This design comes from an exercise in tuning for small area on the open sky130 flow, not from production work. Function not checked in this run: the RTL went through the layout flow alone. Power is estimated from default activity; no workload was simulated.

==> flow/design.v <==
`default_nettype none
package dcache_pkg;
    localparam int XLEN           = 32;                      
    localparam int WORDS_PER_LINE = 4;
    localparam int LINE_BITS      = XLEN * WORDS_PER_LINE;   
    localparam int N_WAYS         = 2;                       
    typedef logic [XLEN-1:0]                   word_t;      
    typedef logic [LINE_BITS-1:0]              line_t;      
    typedef logic [XLEN/8-1:0]                 byte_en_t;   
    typedef logic [$clog2(WORDS_PER_LINE)-1:0] offset_t;    
    typedef enum logic [2:0] {
        IDLE,          
        LOOKUP,        
        WRITE_BACK,    
        REFILL,        
        REFILL_DONE    
    } cache_state_t;
    typedef struct packed {
        logic     rw;        
        byte_en_t byte_en;
        word_t    addr;
        word_t    wdata;
    } cpu_req_t;
    typedef struct packed {
        logic  rw;           
        word_t addr;         
        line_t line;         
    } mem_req_t;
endpackage
`default_nettype wire
`timescale 1ns/1ps
`default_nettype none
module dcache (
    input  logic         clk_i,
    input  logic         rst_i,
    input  logic         p_strobe_i,
    input  logic         p_rw_i,
    input  logic [3:0]   p_byte_en_i,
    input  logic [31:0]  p_addr_i,
    input  logic [31:0]  p_wdata_i,
    output logic         p_ready_o,
    output logic [31:0]  p_rdata_o,
    output logic         m_strobe_o,
    output logic         m_rw_o,
    output logic [31:0]  m_addr_o,
    output logic [127:0] m_data_o,
    input  logic         m_ready_i,
    input  logic [127:0] m_data_i
);
    localparam int TAG_BITS = 25;
    localparam int ENT_BITS = TAG_BITS + 128;    
    localparam logic [2:0] IDLE   = 3'd0,    
                           LOOKUP = 3'd1,    
                           WB     = 3'd2,    
                           WB2    = 3'd3,    
                           RF     = 3'd4,    
                           RF2    = 3'd5,    
                           RDONE  = 3'd6;    
    logic [2:0]  state_q;
    logic        ph_q;                       
    logic        pend_q;                     
    logic        rw_q;
    logic [3:0]  be_q;
    logic [31:2] addr_q;
    logic [31:0] wd_q;
    logic [7:0][1:0] valid_q;
    logic [7:0][1:0] dirty_q;
    logic [7:0]      lru_q;                  
    logic [127:0] fill_q;                    
    logic [2:0]          idx;
    logic [TAG_BITS-1:0] tag;
    logic [1:0]          off;
    assign idx = addr_q[6:4];
    assign tag = addr_q[31:7];
    assign off = addr_q[3:2];
    always_ff @(posedge clk_i)
    begin
        if (state_q == IDLE)
        begin
            rw_q   <= p_rw_i;
            be_q   <= p_byte_en_i;
            addr_q <= p_addr_i[31:2];
            wd_q   <= p_wdata_i;
        end
        fill_q <= m_data_i;
    end
    logic [ENT_BITS-1:0] ent_a [2][4];
    logic [ENT_BITS-1:0] ent_b [2][4];
    logic [ENT_BITS-1:0] wbus;
    logic [ENT_BITS-1:0] wmask [2][4];
    for (genvar w = 0; w < 2; w++)
    begin : g_way
        for (genvar p = 0; p < 4; p++)
        begin : g_pair
            always_ff @(posedge clk_i)
            begin
                ent_b[w][p] <= ent_a[w][p];
                ent_a[w][p] <= (wbus & wmask[w][p]) | (ent_b[w][p] & ~wmask[w][p]);
            end
        end
    end
    logic [ENT_BITS-1:0] ent_r [2];
    logic                in_a;
    assign in_a = (idx[0] == ph_q);
    always_comb
    begin
        for (int w = 0; w < 2; w++)
            ent_r[w] = in_a ? ent_a[w][idx[2:1]] : ent_b[w][idx[2:1]];
    end
    logic [1:0] way_hit;
    logic       hit;
    logic       hit_way;
    logic       victim;
    logic       victim_dirty;
    always_comb
    begin
        for (int w = 0; w < 2; w++)
            way_hit[w] = valid_q[idx][w] && (ent_r[w][ENT_BITS-1 -: TAG_BITS] == tag);
    end
    assign hit          = |way_hit;
    assign hit_way      = way_hit[1];
    assign victim       = lru_q[idx];
    assign victim_dirty = valid_q[idx][victim] && dirty_q[idx][victim];
    logic [2:0] state_d;
    always_comb
    begin
        state_d = state_q;
        case (state_q)
            IDLE:   if (p_strobe_i) state_d = LOOKUP;
            LOOKUP: if (hit)               state_d = IDLE;
                    else if (victim_dirty) state_d = WB;
                    else                   state_d = RF;
            WB:     if (m_ready_i) state_d = WB2;
            WB2:    state_d = RF;
            RF:     if (m_ready_i) state_d = RF2;
            RF2:    state_d = RDONE;
            RDONE:  state_d = IDLE;
            default: state_d = IDLE;
        endcase
    end
    always_ff @(posedge clk_i)
    begin
        if (rst_i)
        begin
            state_q <= IDLE;
            ph_q    <= 1'b0;
            pend_q  <= 1'b0;
        end
        else
        begin
            state_q <= state_d;
            ph_q    <= ~ph_q;
            pend_q  <= (state_q == LOOKUP) && hit && rw_q && in_a;
        end
    end
    always_ff @(posedge clk_i)
    begin
        if (rst_i)
        begin
            valid_q <= '0;
            dirty_q <= '0;
            lru_q   <= '0;
        end
        else
        begin
            if (state_q == LOOKUP && hit)
            begin
                lru_q[idx] <= ~hit_way;
                if (rw_q)
                    dirty_q[idx][hit_way] <= 1'b1;
            end
            if (state_q == RDONE)
            begin
                valid_q[idx][victim] <= 1'b1;
                dirty_q[idx][victim] <= rw_q;
                lru_q[idx]           <= ~victim;
            end
        end
    end
    logic       fill_now;
    logic       hit_now;
    logic [1:0] we_way;
    assign fill_now = !in_a && ((state_q == RF && m_ready_i) || state_q == RF2);
    assign hit_now  = !in_a && (((state_q == LOOKUP) && hit && rw_q) || pend_q);
    always_comb
    begin
        for (int w = 0; w < 2; w++)
            we_way[w] = fill_now ? (victim == 1'(w)) : (hit_now && way_hit[w]);
    end
    always_comb
    begin
        wbus[ENT_BITS-1 -: TAG_BITS] = tag;
        for (int k = 0; k < 4; k++)
            for (int b = 0; b < 4; b++)
                wbus[k*32 + b*8 +: 8] =
                    (!fill_now || (rw_q && off == 2'(k) && be_q[b])) ? wd_q[b*8 +: 8] :
                    (state_q == RF) ? m_data_i[k*32 + b*8 +: 8] : fill_q[k*32 + b*8 +: 8];
    end
    always_comb
    begin
        for (int w = 0; w < 2; w++)
            for (int p = 0; p < 4; p++)
            begin
                wmask[w][p] = '0;
                if (we_way[w] && idx[2:1] == 2'(p))
                begin
                    if (fill_now)
                        wmask[w][p] = '1;
                    else
                        for (int b = 0; b < 4; b++)
                            wmask[w][p][off*32 + b*8 +: 8] = {8{be_q[b]}};
                end
            end
    end
    logic [ENT_BITS-1:0] ent_sel;
    assign ent_sel = ent_r[(state_q == LOOKUP) ? hit_way : victim];
    assign p_ready_o  = ((state_q == LOOKUP) && hit) || (state_q == RDONE);
    assign p_rdata_o  = ent_sel[off*32 +: 32];
    assign m_strobe_o = (state_q == WB) || (state_q == RF);
    assign m_rw_o     = (state_q == WB);
    assign m_addr_o   = {m_rw_o ? ent_sel[ENT_BITS-1 -: TAG_BITS] : tag, idx, 4'b0000};
    assign m_data_o   = ent_sel[127:0];
endmodule
`default_nettype wire
==> flow/run.sh <==
#!/bin/bash
# synth_recipe.tcl (not shown) runs the flow's synth.tcl, then flattens the netlist and writes it again
# the make line also repeats each setting of config.mk as NAME=value (left out here)
make -C /OpenROAD-flow-scripts/flow DESIGN_CONFIG=/design/flow/config.mk WORK_HOME=/design/flow/orfs CLKGATE_MAP_FILE= SYNTH_SCRIPT=/design/flow/synth_recipe.tcl finish
==> flow/config.mk <==
export PLATFORM = sky130hd
export DESIGN_NAME = dcache
export DESIGN_NICKNAME = dcache
export VERILOG_FILES = /design/flow/design.v
export SDC_FILE = /design/flow/constraint.sdc
export NUM_CORES = 4
export LEC_CHECK = 0
export CAP_MARGIN = 20
export CORE_MARGIN = 2
export CORE_UTILIZATION = 40
export SLEW_MARGIN = 20
==> flow/constraint.sdc <==
create_clock -name core_clock -period 10.0 [get_ports {clk_i}]
set_input_delay 2.0000 -clock core_clock [delete_from_list [all_inputs] [get_ports {clk_i}]]
set_output_delay 2.0000 -clock core_clock [all_outputs]
set_load 0.01 [all_outputs]
==> PnR_summary.wiki <==
{| class="wikitable"
! Metric !! Value
|-
| Leakage power total || 44.5 nW
|-
| Standard-cell row count || 181
|-
| Starting density of the core || 40.2%
|-
| Cell with the largest stage delay on the worst path || a211oi_1
|-
| Cell with the most instances on the worst path || buf_12
|-
| Count of mapped cells out of synthesis || 8292
|-
| Worst hold path class || register to register
|-
| Highest cell delay on the worst timing path || 0.75 ns
|-
| Number of buffers and inverters on the critical path || 5
|-
| Die Footprint || 0.248 mm2
|-
| Share of cells above drive strength 1 || 23.0%
|-
| Pre-antenna DRT Iters || 8
|-
| Arrival time of data at the critical path endpoint || 7.16 ns
|-
| Total negative setup slack || 0 ns
|-
| Number of distinct library cells after synthesis || 83
|-
| Clock-pin slew of the registers on the worst-case setup and hold paths || 0.06 ns
|-
| Number of max-cap violations || 0
|-
| Post-synthesis cell type with the largest combined area || dfxtp_1
|-
| Die width || 498 um
|-
| Total core area || 0.243 mm2
|-
| Largest cells by area after synthesis || dfxtp_1 54%, mux2_2 14%, a22o_1 3.7%
|-
| Number of buffers added on ports || 389
|-
| Critical Path RT || 8.00 ns
|-
| Maximum number of pins on one net before global-route repair || 184
|-
| Yosys warnings || 5
|-
| Worst setup SP type || register
|-
| Average footprint of a synthesized cell || 11.8 um2
|-
| Cell-by-cell listing of the critical path || inv_1 > ha_4 > buf_12 > a22o_1 > a2111oi_0 > a31oi_1 > xnor2_1 > nand4_1 > nor4_4 > a21oi_4 > buf_12 > buf_12 > mux2_2 > a211oi_1 > clkdlybuf4s50_1
|-
| Top FF cell, synth || dfxtp_1
|-
| CTS root buffer || clkbuf_16
|-
| Remaining routing DRC violations || 0
|-
| Number of DRC markers after the initial detailed-route iteration || 7175
|-
| Fraction of the mapped netlist area in compound gates || 15.4%
|-
| CTS H-tree depth || 5
|-
| Height of the die || 498 um
|-
| Adder-Cell Fraction of Synth Area || 0.256%
|-
| Sum of overflow across all layers after global routing || 0
|-
| Async set-reset flop share out of synthesis || 0%
|-
| CTS tree || done
|-
| Number of max-slew violations in the final report || 0
|-
| Parity-gate share of the synthesized area counting xor and xnor cells || 0.520%
|-
| Fraction of synthesized area in multiplexers || 19.8%
|-
| Setup repair after global routing missed its margin || no
|-
| Vias per std cell || 5.88
|-
| Detail Placement HPWL || 211000 um
|-
| Critical path's top delay family || buffers and inverters
|-
| Yosys top cell area share || 53.7%
|-
| Cts bufs inserted || 298
|-
| Worst-case register-to-register setup slack || 3.36 ns
|-
| Hold buffer count at cts || 0
|-
| Clock tree skew after final layout || 0.0803 ns
|-
| Clock latency on the worst-skew pair || 0.94 ns
|-
| Part of the Yosys area used for sequential elements || 55.8%
|-
| Status || no timing/DRC/antenna violations
|-
| Fmax || 0.109 GHz
|-
| Final hold violations || 0
|-
| Relative slew margins || 21.9%
|-
| Area Growth Syn to Fin || 16.8%
|-
| I/O Pins || 396
|-
| Synth Cell Area || 0.0977 mm2
|-
| Post-route fraction of the period consumed by the critical path || 91.6%
|-
| Number of buffers between clock root and the deepest sink || 4
|-
| Antenna violations before repair || 28
|-
| Wire length of the first global-routing pass || 472000 um
|-
| Worst Tran Pin Value || 1.16 ns
|-
| Global Route Usage Sum || 25.1%
|-
| Placer's final routability congestion estimate || 0.901
|-
| Number of flops mapped to enable cells by yosys || 67
|-
| Worst setup EP type || primary output
|-
| Period minus WS final || 9.16 ns
|-
| Setup Buffers After CTS || 0
|-
| Final WL || 325000 um
|-
| Peak VDD IR || 0.000152 V
|-
| Critical path type || register to primary output
|-
| Simple-gate portion of the synthesized area || 5.60%
|-
| Post-CTS Resized || 0
|-
| Total power after layout || 28.7 mW
|-
| Final setup viols || 0
|-
| Vias in the first global route || 69800
|-
| Largest family of logic cells by synthesized area || multiplexers
|-
| CTS Sinks || 2688
|-
| Final #Nets || 8734
|-
| Number of routed nets with antenna violations || 0
|-
| Ratio of total power to cell area || 252 mW/mm2
|-
| Synth Register Bits || 2688
|-
| Routed length per placed instance || 27.2 um
|-
| CP Max Fanout || 79
|-
| Total number of vias || 70200
|}
-- power breakdown --
| group | internal [mW] | leakage, nW | switching [mW] | total (mW) |
|---|---|---|---|---|
| clock | 6.34 | 4.70 | 4.37 | 10.7 |
| sequential | 11.4 | 21.9 | 0.609 | 12.0 |
| combinational | 1.88 | 17.9 | 4.14 | 6.02 |
-- worst paths after layout --
check        cells past startpoint           end          from
min reg2reg                      0  ent_b[4][24]  ent_a[4][24]
max                             15  p_rdata_o[5]     addr_q[6]
min                              0  ent_b[4][24]  ent_a[4][24]
max reg2reg                     18    dirty_q[3]     addr_q[4]
-- layout by cell type, fill, tap and decap left out, types with 15 or more instances in the layout --
| cell type | netlist | layout |
|---|---|---|
| a2111oi_0 | 147 | 147 |
| a211oi_1 | 43 | 43 |
| a21oi_1 | 62 | 61 |
| a21oi_2 | 48 | 48 |
| a21oi_4 | 20 | 21 |
| a221oi_1 | 127 | 127 |
| a222oi_1 | 293 | 293 |
| a22o_1 | 413 | 413 |
| a22oi_1 | 94 | 94 |
| a31o_2 | 31 | 31 |
| a31oi_1 | 129 | 128 |
| a41oi_1 | 32 | 32 |
| buf_12 | 0 | 21 |
| buf_4 | 12 | 91 |
| clkbuf_1 | 434 | 62 |
| clkbuf_16 | 0 | 304 |
| clkbuf_8 | 0 | 70 |
| clkdlybuf4s50_1 | 0 | 389 |
| clkinv_2 | 0 | 45 |
| dfxtp_1 | 2621 | 2621 |
| edfxtp_1 | 67 | 67 |
| ha_1 | 20 | 15 |
| inv_1 | 72 | 71 |
| mux2_1 | 161 | 161 |
| mux2_2 | 1228 | 1228 |
| mux2i_1 | 345 | 345 |
| nand2_1 | 714 | 711 |
| nand3_1 | 177 | 177 |
| nand4_1 | 18 | 18 |
| nor2_1 | 140 | 138 |
| nor2_2 | 48 | 48 |
| nor2_4 | 20 | 22 |
| nor3_1 | 25 | 24 |
| o21ai_0 | 311 | 295 |
| o21ai_1 | 0 | 16 |
| o22ai_1 | 75 | 75 |
| xnor2_1 | 42 | 41 |
| xor2_1 | 16 | 15 |
-- synth_stat cells, types with 42 or more instances --
master        n
a21oi_2      48
mux2_2     1228
a22oi_1      94
o21ai_0     311
o22ai_1      75
buf_1        79
edfxtp_1     67
a31oi_1     129
xnor2_1      42
dfxtp_1    2621
nand3_1     177
nor2_1      140
mux2_1      161
mux2i_1     345
a221oi_1    127
nor2_2       48
buf_2        59
nand2_1     714
a22o_1      413
inv_1        72
a2111oi_0   147
clkbuf_1    434
a222oi_1    293
a21oi_1      62
a211oi_1     43
-- sequential cells by signal, indices dropped and copies added (netlist names), 8 cells and up --
signal	count
wd_q	32
ent_a	1224
ent_b	1224
fill_q	128
valid_q	16
dirty_q	16
addr_q	30
lru_q	8
-- metal layers --
layer | part of all wire, % | wire length, um | track usage [%]
met5 | 0.020 | 64 | 0
met4 | 5.0 | 16300 | 12.4
met3 | 7.5 | 24400 | 4.89
met2 | 45 | 145000 | 39.1
met1 | 43 | 139000 | 33.3
-- cells by family after synthesis --
group	count (synthesis)
AO/OA/AOI/OAI	1893
XOR/XNOR	58
adder cells (fa/ha/maj)	20
buffers and inverters	661
flip-flops	2688
multiplexers	1746
other	1
AND/OR/NAND/NOR	1225
-- layout make-up --
class	count	area, um2
fill	21600	129000
multi-input combinational	4946	40800
clock inverter	72	691
antenna	14	35.0
tap	3202	4010
clock buffer	436	8800
inverter	73	282
timing repair buffer	506	5050
sequential	2688	54500
-- through the flow --
step | cells | setup slack (ns) | hold WS [ns] | area [um2] | util (%)
after detailed placement | 11400 | 1.83 | 0.335 | 105000 | 43.0
after global routing | 11900 | 0.501 | 0.314 | 114000 | 47.0
after floorplan | 8295 | 3.83 | 0.323 | 97700 | -
after CTS | 11900 | 0.802 | 0.299 | 114000 | 46.9
final | 11900 | 0.838 | 0.304 | 114000 | 47.0
after global placement | 11400 | 1.84 | 0.328 | 105000 | 43.0

==> afterwards: timing with drivers on the ports <==
The results above use ideal ports. As a check the final layout listed here was re-extracted and re-timed, cells and wires unchanged. Step 1: set_driving_cell puts a clkbuf_16 on clk_i and a buf_2 on each other input, an assumption about the parent block. Step 2 times the ports against the registers' clock, not the clock port: input delays grow and output delays shrink by t, the midpoint of the rising clock arrivals with the driver on. Three values: ideal, step 1, step 2; two values: the first two.
shift t [ns]: 1.010
slack for setup (ns): 0.838 / 0.733 / 1.742
worst hold slack (ns): 0.304 / 0.304 / 0.304
worst setup path after step 2: register to output
cell pins on the clock port's net: 1
After both steps setup and hold are still met in this run. For this run, drivers alone change the setup slack by -0.105 ns; drivers and shift together by +0.904 ns.
